From an optimization exercise on the open Yosys and OpenROAD flow, aimed at small area, a short achievable clock period and few clock cycles per item; shortcuts taken in it are not production practice. Function was checked by simulation only, so behaviour that the tests miss may differ from the original. No activity file was given, so power comes from the tool's default toggle rates.

===== run.sh =====
#!/bin/bash
# synth_recipe.tcl (not shown) runs the flow's synth.tcl, then flattens the netlist and writes it again
# the make line also repeats each setting of config.mk as NAME=value (left out here)
make -C /OpenROAD-flow-scripts/flow DESIGN_CONFIG=/design/flow/config.mk WORK_HOME=/design/flow/orfs CLKGATE_MAP_FILE= SYNTH_SCRIPT=/design/flow/synth_recipe.tcl finish

===== config.mk =====
export PLATFORM = sky130hd
export DESIGN_NAME = div_cluster
export DESIGN_NICKNAME = div_cluster
export VERILOG_FILES = /design/flow/design.v
export SDC_FILE = /design/flow/constraint.sdc
export NUM_CORES = 4
export LEC_CHECK = 0
export CAP_MARGIN = 20
export CORE_MARGIN = 2
export CORE_UTILIZATION = 40
export SLEW_MARGIN = 20

===== constraint.sdc =====
create_clock -name core_clock -period 5.0 [get_ports {clk}]
set_input_delay 1.0000 -clock core_clock [delete_from_list [all_inputs] [get_ports {clk}]]
set_output_delay 1.0000 -clock core_clock [all_outputs]
set_load 0.01 [all_outputs]

===== design.v =====
package div_pkg;
  typedef logic [16-1:0] operand_t;
  typedef logic [4-1:0] tag_t;
  typedef logic [$clog2(16):0] count_t;
  typedef logic lane_t;
  typedef enum logic [3:0] {
    IDLE,
    INIT,
    LEFT_SHIFT,
    ADJ_ADD,
    ADJ_SUB,
    UPDATE_QUOTIENT,
    TEST_N,
    TEST_REMAINDER,
    ADJ_FINAL,
    DIV_DONE
  } div_state_t;
endpackage
`timescale 1ns/1ns
module divider_nr (
  input  logic              clk,
  input  logic              reset,
  input  logic              start,
  input  div_pkg::operand_t dividend,
  input  div_pkg::operand_t divisor,
  output logic              done,
  output div_pkg::operand_t quotient,
  output div_pkg::operand_t remainder
);
  localparam int REM_BITS = 16 + 2;
  div_pkg::div_state_t                  state;
  div_pkg::count_t                      num_bits;
  div_pkg::count_t                      num_bits_w;
  logic signed [REM_BITS-1:0]  int_remainder;
  logic signed [REM_BITS-1:0]  divisor_ext;
  function automatic [$clog2(16):0] sig_bits(input [16-1:0] value);
    sig_bits = '0;
    for (int i = 0; i < 16; i++) begin
      if (value[i]) begin
        sig_bits = i + 1;
      end
    end
  endfunction
  assign num_bits_w  = sig_bits(dividend);
  assign divisor_ext = $signed({2'b00, divisor});
  always_ff @(posedge clk) begin
    if (reset) begin
      state <= div_pkg::IDLE;
      done  <= 1'b0;
    end else begin
      done <= 1'b0;
      case (state)
        div_pkg::IDLE: begin
          if (start) begin
            state <= div_pkg::INIT;
          end
        end
        div_pkg::INIT: begin
          int_remainder <= '0;
          num_bits      <= num_bits_w;
          if (num_bits_w == '0) begin
            quotient <= '0;
            state    <= div_pkg::DIV_DONE;
          end else begin
            quotient <= dividend << (16 - num_bits_w);
            state    <= div_pkg::LEFT_SHIFT;
          end
        end
        div_pkg::LEFT_SHIFT: begin
          {int_remainder, quotient} <= {int_remainder, quotient} << 1;
          if (int_remainder[REM_BITS-1]) begin
            state <= div_pkg::ADJ_ADD;
          end else begin
            state <= div_pkg::ADJ_SUB;
          end
        end
        div_pkg::ADJ_ADD: begin
          int_remainder <= int_remainder + divisor_ext;
          state         <= div_pkg::UPDATE_QUOTIENT;
        end
        div_pkg::ADJ_SUB: begin
          int_remainder <= int_remainder - divisor_ext;
          state         <= div_pkg::UPDATE_QUOTIENT;
        end
        div_pkg::UPDATE_QUOTIENT: begin
          quotient[0] <= ~int_remainder[REM_BITS-1];
          num_bits    <= num_bits - 1'b1;
          state       <= div_pkg::TEST_N;
        end
        div_pkg::TEST_N: begin
          if (|num_bits) begin
            state <= div_pkg::LEFT_SHIFT;
          end else begin
            state <= div_pkg::TEST_REMAINDER;
          end
        end
        div_pkg::TEST_REMAINDER: begin
          if (int_remainder[REM_BITS-1]) begin
            state <= div_pkg::ADJ_FINAL;
          end else begin
            state <= div_pkg::DIV_DONE;
          end
        end
        div_pkg::ADJ_FINAL: begin
          int_remainder <= int_remainder + divisor_ext;
          state         <= div_pkg::DIV_DONE;
        end
        div_pkg::DIV_DONE: begin
          done  <= 1'b1;
          state <= div_pkg::IDLE;
        end
        default: state <= div_pkg::IDLE;
      endcase
    end
  end
  assign remainder = int_remainder[16-1:0];
endmodule
`timescale 1ns/1ns
module div_dispatch (
  input  logic              clk,
  input  logic              reset,
  input  logic              start,
  input  div_pkg::tag_t     tag,
  input  div_pkg::operand_t dividend,
  input  div_pkg::operand_t divisor,
  output logic              ready,
  output logic [1:0]        eng_start,
  output div_pkg::operand_t eng_dividend0,
  output div_pkg::operand_t eng_dividend1,
  output div_pkg::operand_t eng_divisor0,
  output div_pkg::operand_t eng_divisor1,
  input  logic [1:0]        eng_done,
  input  div_pkg::operand_t eng_quotient0,
  input  div_pkg::operand_t eng_quotient1,
  input  div_pkg::operand_t eng_remainder0,
  input  div_pkg::operand_t eng_remainder1,
  output logic              wr0_request,
  output div_pkg::tag_t     wr0_tag,
  output div_pkg::operand_t wr0_quotient,
  output div_pkg::operand_t wr0_remainder,
  input  logic              wr0_grant,
  output logic              wr1_request,
  output div_pkg::tag_t     wr1_tag,
  output div_pkg::operand_t wr1_quotient,
  output div_pkg::operand_t wr1_remainder,
  input  logic              wr1_grant
);
  logic [1:0] busy;
  logic [1:0] pending;
  logic [1:0] free;
  logic [1:0] grant;
  logic       accept;
  div_pkg::lane_t      sel;
  div_pkg::tag_t       lane_tag0;
  div_pkg::tag_t       lane_tag1;
  assign free   = ~busy & ~pending;
  assign ready  = |free;
  assign accept = start & ready;
  assign sel    = free[0] ? 1'b0 : 1'b1;
  assign grant  = {wr1_grant, wr0_grant};
  always_ff @(posedge clk) begin
    if (reset) begin
      busy      <= '0;
      pending   <= '0;
      eng_start <= '0;
    end else begin
      eng_start <= '0;
      if (accept) begin
        busy[sel]      <= 1'b1;
        eng_start[sel] <= 1'b1;
      end
      for (int i = 0; i < 2; i++) begin
        if (eng_done[i]) begin
          busy[i]    <= 1'b0;
          pending[i] <= 1'b1;
        end else if (pending[i] && grant[i]) begin
          pending[i] <= 1'b0;
        end
      end
    end
  end
  always_ff @(posedge clk) begin
    if (accept && !sel) begin
      lane_tag0     <= tag;
      eng_dividend0 <= dividend;
      eng_divisor0  <= divisor;
    end
    if (accept && sel) begin
      lane_tag1     <= tag;
      eng_dividend1 <= dividend;
      eng_divisor1  <= divisor;
    end
  end
  assign wr0_request   = pending[0];
  assign wr0_tag       = lane_tag0;
  assign wr0_quotient  = eng_quotient0;
  assign wr0_remainder = eng_remainder0;
  assign wr1_request   = pending[1];
  assign wr1_tag       = lane_tag1;
  assign wr1_quotient  = eng_quotient1;
  assign wr1_remainder = eng_remainder1;
endmodule
`timescale 1ns/1ns
module result_arbiter (
  input  logic              clk,
  input  logic              reset,
  input  logic              wr0_request,
  input  div_pkg::tag_t     wr0_tag,
  input  div_pkg::operand_t wr0_quotient,
  input  div_pkg::operand_t wr0_remainder,
  output logic              wr0_grant,
  input  logic              wr1_request,
  input  div_pkg::tag_t     wr1_tag,
  input  div_pkg::operand_t wr1_quotient,
  input  div_pkg::operand_t wr1_remainder,
  output logic              wr1_grant,
  output logic              mem_we,
  output div_pkg::tag_t     mem_tag,
  output div_pkg::operand_t mem_quotient,
  output div_pkg::operand_t mem_remainder
);
  logic [1:0] req;
  logic       any_req;
  div_pkg::lane_t      last;
  div_pkg::lane_t      winner;
  assign req     = {wr1_request, wr0_request};
  assign any_req = |req;
  always_comb begin
    if (&req) begin
      winner = ~last;
    end else if (req[1]) begin
      winner = 1'b1;
    end else begin
      winner = 1'b0;
    end
  end
  assign wr0_grant = any_req & (winner == 1'b0);
  assign wr1_grant = any_req & (winner == 1'b1);
  always_ff @(posedge clk) begin
    if (reset) begin
      last <= 1'b1;
    end else if (any_req) begin
      last <= winner;
    end
  end
  assign mem_we        = any_req;
  assign mem_tag       = winner ? wr1_tag : wr0_tag;
  assign mem_quotient  = winner ? wr1_quotient : wr0_quotient;
  assign mem_remainder = winner ? wr1_remainder : wr0_remainder;
endmodule
`timescale 1ns/1ns
module result_store (
  input  logic              clk,
  input  logic              reset,
  input  logic              we,
  input  div_pkg::tag_t     wr_tag,
  input  div_pkg::operand_t wr_quotient,
  input  div_pkg::operand_t wr_remainder,
  input  div_pkg::tag_t     rd_tag,
  output logic              rd_valid,
  output div_pkg::operand_t rd_quotient,
  output div_pkg::operand_t rd_remainder
);
  localparam int DEPTH = 1 << 4;
  logic [DEPTH-1:0] valid;
  div_pkg::operand_t         q_mem [DEPTH];
  div_pkg::operand_t         r_mem [DEPTH];
  always_ff @(posedge clk) begin
    if (reset) begin
      valid    <= '0;
      rd_valid <= 1'b0;
    end else begin
      if (we) begin
        valid[wr_tag] <= 1'b1;
      end
      rd_valid <= valid[rd_tag];
    end
  end
  always_ff @(posedge clk) begin
    if (we) begin
      q_mem[wr_tag] <= wr_quotient;
      r_mem[wr_tag] <= wr_remainder;
    end
    rd_quotient  <= q_mem[rd_tag];
    rd_remainder <= r_mem[rd_tag];
  end
endmodule
`timescale 1ns/1ns
module div_cluster (
  input  logic              clk,
  input  logic              reset,
  input  logic              start,
  input  div_pkg::tag_t     tag,
  input  div_pkg::operand_t dividend,
  input  div_pkg::operand_t divisor,
  input  div_pkg::tag_t     rd_tag,
  output logic              ready,
  output logic              complete,
  output div_pkg::tag_t     complete_tag,
  output logic              rd_valid,
  output div_pkg::operand_t rd_quotient,
  output div_pkg::operand_t rd_remainder
);
  logic [1:0] eng_start;
  logic [1:0] eng_done;
  div_pkg::operand_t   eng_dividend0, eng_dividend1;
  div_pkg::operand_t   eng_divisor0, eng_divisor1;
  div_pkg::operand_t   eng_quotient0, eng_quotient1;
  div_pkg::operand_t   eng_remainder0, eng_remainder1;
  div_pkg::operand_t   mem_quotient;
  div_pkg::operand_t   mem_remainder;
  logic       wr0_request, wr1_request;
  logic       wr0_grant, wr1_grant;
  div_pkg::tag_t       wr0_tag, wr1_tag;
  div_pkg::operand_t   wr0_quotient, wr1_quotient;
  div_pkg::operand_t   wr0_remainder, wr1_remainder;
  div_dispatch u_dispatch (
    .clk           (clk),
    .reset         (reset),
    .start         (start),
    .tag           (tag),
    .dividend      (dividend),
    .divisor       (divisor),
    .ready         (ready),
    .eng_start     (eng_start),
    .eng_dividend0  (eng_dividend0),
    .eng_dividend1  (eng_dividend1),
    .eng_divisor0   (eng_divisor0),
    .eng_divisor1   (eng_divisor1),
    .eng_done       (eng_done),
    .eng_quotient0  (eng_quotient0),
    .eng_quotient1  (eng_quotient1),
    .eng_remainder0 (eng_remainder0),
    .eng_remainder1 (eng_remainder1),
    .wr0_request    (wr0_request),
    .wr0_tag        (wr0_tag),
    .wr0_quotient   (wr0_quotient),
    .wr0_remainder  (wr0_remainder),
    .wr0_grant      (wr0_grant),
    .wr1_request    (wr1_request),
    .wr1_tag        (wr1_tag),
    .wr1_quotient   (wr1_quotient),
    .wr1_remainder  (wr1_remainder),
    .wr1_grant      (wr1_grant)
  );
  divider_nr u_div0 (
    .clk       (clk),
    .reset     (reset),
    .start     (eng_start[0]),
    .dividend  (eng_dividend0),
    .divisor   (eng_divisor0),
    .done      (eng_done[0]),
    .quotient  (eng_quotient0),
    .remainder (eng_remainder0)
  );
  divider_nr u_div1 (
    .clk       (clk),
    .reset     (reset),
    .start     (eng_start[1]),
    .dividend  (eng_dividend1),
    .divisor   (eng_divisor1),
    .done      (eng_done[1]),
    .quotient  (eng_quotient1),
    .remainder (eng_remainder1)
  );
  result_arbiter u_arbiter (
    .clk           (clk),
    .reset         (reset),
    .wr0_request   (wr0_request),
    .wr0_tag       (wr0_tag),
    .wr0_quotient  (wr0_quotient),
    .wr0_remainder (wr0_remainder),
    .wr0_grant     (wr0_grant),
    .wr1_request   (wr1_request),
    .wr1_tag       (wr1_tag),
    .wr1_quotient  (wr1_quotient),
    .wr1_remainder (wr1_remainder),
    .wr1_grant     (wr1_grant),
    .mem_we        (complete),
    .mem_tag       (complete_tag),
    .mem_quotient  (mem_quotient),
    .mem_remainder (mem_remainder)
  );
  result_store u_store (
    .clk          (clk),
    .reset        (reset),
    .we           (complete),
    .wr_tag       (complete_tag),
    .wr_quotient  (mem_quotient),
    .wr_remainder (mem_remainder),
    .rd_tag       (rd_tag),
    .rd_valid     (rd_valid),
    .rd_quotient  (rd_quotient),
    .rd_remainder (rd_remainder)
  );
endmodule

==> run notes <==
## final timing paths
path | end | slack (ns) | cells after the start
max | u_div0.int_remainder[16]$_DFFE_PP_ | 0.51 | 14
min | u_dispatch.busy[0]$_SDFFE_PP0P_ | 0.42 | 1
max reg2reg | u_div0.int_remainder[16]$_DFFE_PP_ | 0.51 | 14
min reg2reg | u_dispatch.busy[0]$_SDFFE_PP0P_ | 0.42 | 1
## power groups by stage
stage | registers, mW | logic [mW] | clock network [mW]
final | 6.78 | 0.946 | 5.79
after global routing | 6.79 | 1.04 | 6.16
after CTS | 6.79 | 0.953 | 5.91
after detailed placement | 6.91 | 0.949 | 0
after global placement | 6.91 | 0.938 | 0
after floorplan | 6.89 | 0.636 | 0
## layout make-up
| class | count | area [sq um] |
|---|---|---|
| multi-input cells | 1086 | 10000 |
| fillers | 6842 | 42100 |
| well taps | 1050 | 1310 |
| clock inverters | 38 | 495 |
| repair buffers | 125 | 1160 |
| inverters | 50 | 188 |
| clock buffers | 103 | 2080 |
| flip-flops and latches | 728 | 21200 |
## through the flow
stage / cell area [sq um] / utilization
2_1_floorplan: 31600 / -
3_3_place_gp: 33900 / 0.431
3_5_place_dp: 33900 / 0.431
4_1_cts: 36400 / 0.464
5_1_grt: 36500 / 0.464
6_report: 36500 / 0.464
## registers in the layout, summed over array words and instances, names as in the netlist, 5 cells and up
register / count
u_dispatch.eng_dividend0: 16
u_dispatch.eng_dividend1: 16
u_dispatch.eng_divisor0: 16
u_dispatch.eng_divisor1: 16
u_div0.int_remainder: 18
u_div0.num_bits: 5
u_div0.quotient: 16
u_div1.int_remainder: 18
u_div1.num_bits: 5
u_div1.quotient: 16
u_store.q_mem: 256
u_store.r_mem: 256
u_store.rd_quotient: 16
u_store.rd_remainder: 16
u_store.valid: 16
## per-layer routing
layer	vias to the layer above	global-route usage	routed length [um]
met4	2	0.0461	1230
met1	9109	0.248	31700
met5	-	0	13
met3	94	0.0258	3860
met2	538	0.306	36100
li1	8010	-	-
## cells by family (layout without fill, tap and decap cells)
group                    Yosys count  in the layout  share of synthesized area
flip-flops                       728            728                      0.671
AND/OR/NAND/NOR                  407            407                     0.0603
AO/OA/AOI/OAI                    330            330                     0.0706
multiplexers                     232            232                      0.142
buffers and inverters            132            316                     0.0162
XOR/XNOR                          69             69                     0.0199
adder cells (fa/ha/maj)           48             48                     0.0195
## synth_stat cells, types with 11 or more instances
| cell | count | area share |
|---|---|---|
| ha_1 | 46 | 0.018 |
| a211oi_1 | 13 | 0.0031 |
| mux2i_1 | 29 | 0.0092 |
| inv_1 | 48 | 0.0057 |
| nand3_1 | 22 | 0.0035 |
| clkbuf_1 | 58 | 0.0069 |
| mux2_2 | 33 | 0.012 |
| nand2_1 | 132 | 0.016 |
| xor2_1 | 38 | 0.011 |
| nand2b_1 | 15 | 0.0030 |
| dfxtp_1 | 66 | 0.042 |
| mux4_2 | 170 | 0.12 |
| o21ai_0 | 73 | 0.012 |
| nor3_1 | 37 | 0.0059 |
| nor2b_1 | 16 | 0.0032 |
| nor2_1 | 117 | 0.014 |
| a31oi_1 | 16 | 0.0032 |
| buf_1 | 14 | 0.0017 |
| a2111oi_0 | 11 | 0.0031 |
| xnor2_1 | 28 | 0.0078 |
| a21oi_1 | 97 | 0.015 |
| edfxtp_1 | 662 | 0.63 |
## repair_timing
item,in CTS,in global routing
endpoints found under the hold margin,0,0
resized for setup,0,2
endpoints found under the setup margin,0,1
==> metrics.md <==
| Metric | Value |
|---|---|
| ANT nets after route | `0` |
| Drt drc | `0` |
| Total gr overflow | `0` |
| Layout cells sized above 1 | `0.199` |
| Switch Pwr | `2.94 mW` |
| Clock skew | `0.0196 ns` |
| Syn_area_per_cell | `16.2 sq um` |
| FFs w/ async S/R, synth | `0` |
| Number of synthesized flops with an enable pin | `662` |
| RSZ-0062 raised after global routing | `no` |
| Total negative slack | `0 ns` |
| Sequential element share of the synthesized area | `0.671` |
| Cts hold-fix bufs | `0` |
| F_max | `0.223 GHz` |
| CP Capture Type | `flip-flop` |
| Pre-antenna DRT Iters | `5` |
| Clk buf depth | `3` |
| Total count of max-transition violations in the final report | `0` |
| GR Util All Layers | `0.181` |
| YS warnings | `4` |
| Largest net degree at the start of global routing | `50` |
| Crit start category | `flip-flop` |
| Vias per cell | `5.58` |
| Clk root buf | `clkbuf_16` |
| Rel. slew slack | `0.376` |
| Worst min path class | `reg -> reg` |
| Cells along the critical path | `clkinv_1, or3_1, a21oi_2, buf_4, a21oi_1, xor2_1, ha_1, o21ai_0, a21oi_1, a311oi_1, o41ai_2, a2111oi_1, o311ai_0, nand3_1` |
| Most frequent CP cell | `a21oi_1` |
| # setup viols final | `0` |
| VDD IR-drop max | `0.000229 V` |
| Yosys reg bits | `728` |
| Clock transition at the registers of the reported paths | `0.06 ns` |
| Worst setup startpoint | `u_div0.state[1]$_SDFFE_PP0P_` |
| Hold Startpoint | `u_div0.done$_SDFF_PP0_` |
| Final wirelength | `73000 um` |
| Critical Path RT | `5.35 ns` |
| Place WS | `0.309 ns` |
| Die area | `0.0812 sq mm` |
| Clock power share | `0.428` |
| Setup bufs post-CTS | `0` |
| Mapped Area | `0.0316 sq mm` |
| Worst Path Buf+Inv | `2` |
| Placer congestion estimate | `0.882` |
| Ports | `82` |
| Synthesized netlist cell count | `1946` |
| Sink Count | `728` |
| Initial antenna violation count | `1` |
| Register share of total power | `0.502` |
| Fin crit share | `0.899` |
| Placed Cells incl. Taps | `3039` |
| Reg2reg start | `u_div0.state[1]$_SDFFE_PP0P_` |
| Initial core utilization | `0.402` |
| Drt wl/cell | `22.9 um` |
| Synth-to-Final Area Change | `15.5%` |
| Die height | `285 um` |
| Setup CP Type | `reg -> reg` |
| IO Port Bufs | `81` |
| Family with the most delay on the worst path | `compound AO/OA/AOI/OAI gates` |
| Final net count | `2159` |
| Gate power share | `0.070` |
| Min cycle time layout | `4.49 ns` |
| Largest stage delay, worst path | `0.60 ns` |
| # Max-Cap Violations | `0` |
| Global-route wire length before repair | `112000 um` |
| Distinct cells, synth | `86` |
| Die Wd | `285 um` |
| Slowest library cell on the worst path | `dfxtp_1` |
| LEAKAGE | `11.8 nW` |
| Worst Path Max Fanout | `15` |
| Setup ws final | `0.506 ns` |
| Worst EP arrival | `4.84 ns` |
| Hold WS | `0.423 ns` |
| Most used DFF post-synth | `edfxtp_1` |
| Syn_nets | `2037` |
| Cell Int Power | `10.6 mW` |
| Most frequent cells in the layout | `edfxtp_1, mux4_2, nand2_1, nor2_1, a21oi_1` |
| Cell Rows | `103` |
| Vias in the first global route | `18200` |
| DP HPWL | `47600 um` |
| ANT cells | `0` |
| Total power | `13.5 mW` |
| Most frequent standard cell in the layout excluding fill and tap cells | `edfxtp_1` |
| PD cells | `371 mW/mm^2` |
| CTS tree | `done` |
| Worst Tran Pin Value | `0.934 ns` |
| H-tree levels | `3` |
| CTS Buf Count | `77` |
| Status | `timing/DRC/antenna clean` |
| Initial DRC Count | `1576` |
| Via count | `17800` |
| Final hold vios | `0` |
| Worst-Skew Late Latency | `0.62 ns` |
| Net Sw Frac | `0.217` |
| Total core area | `0.0786 sq mm` |
| Fin cells | `3180` |
Testbench counts, summed over its fixed seeds: cycles 38,234, items 2,048.

static timing again, ports no longer ideal:
No port has a modelled driver above. Below, the same layout with a new extraction and two added sets of constraints.
Step 1 (the two cells are an assumption about what drives the block):
set clk [get_ports {clk}]
set_driving_cell -lib_cell sky130_fd_sc_hd__clkbuf_16 $clk
set_driving_cell -lib_cell sky130_fd_sc_hd__buf_2 [delete_from_list [all_inputs] $clk]
Step 2 moves the port delays by t, midway between the first and last clock arrival at a register: inputs arrive t later, outputs are due t later. That takes back most of the time a late clock gives input paths.
a / b / c = no drivers / after step 1 / after step 2; a / b = the first two.
shift t [ns]: 0.672
setup WS [ns]: 0.506 / 0.506 / 0.506
worst slew at a driven data input, ns: 0.05
After both steps setup and hold are still met in this run. The setup slack of this run moves by 0.000 ns with the drivers and by 0.000 ns with both steps.
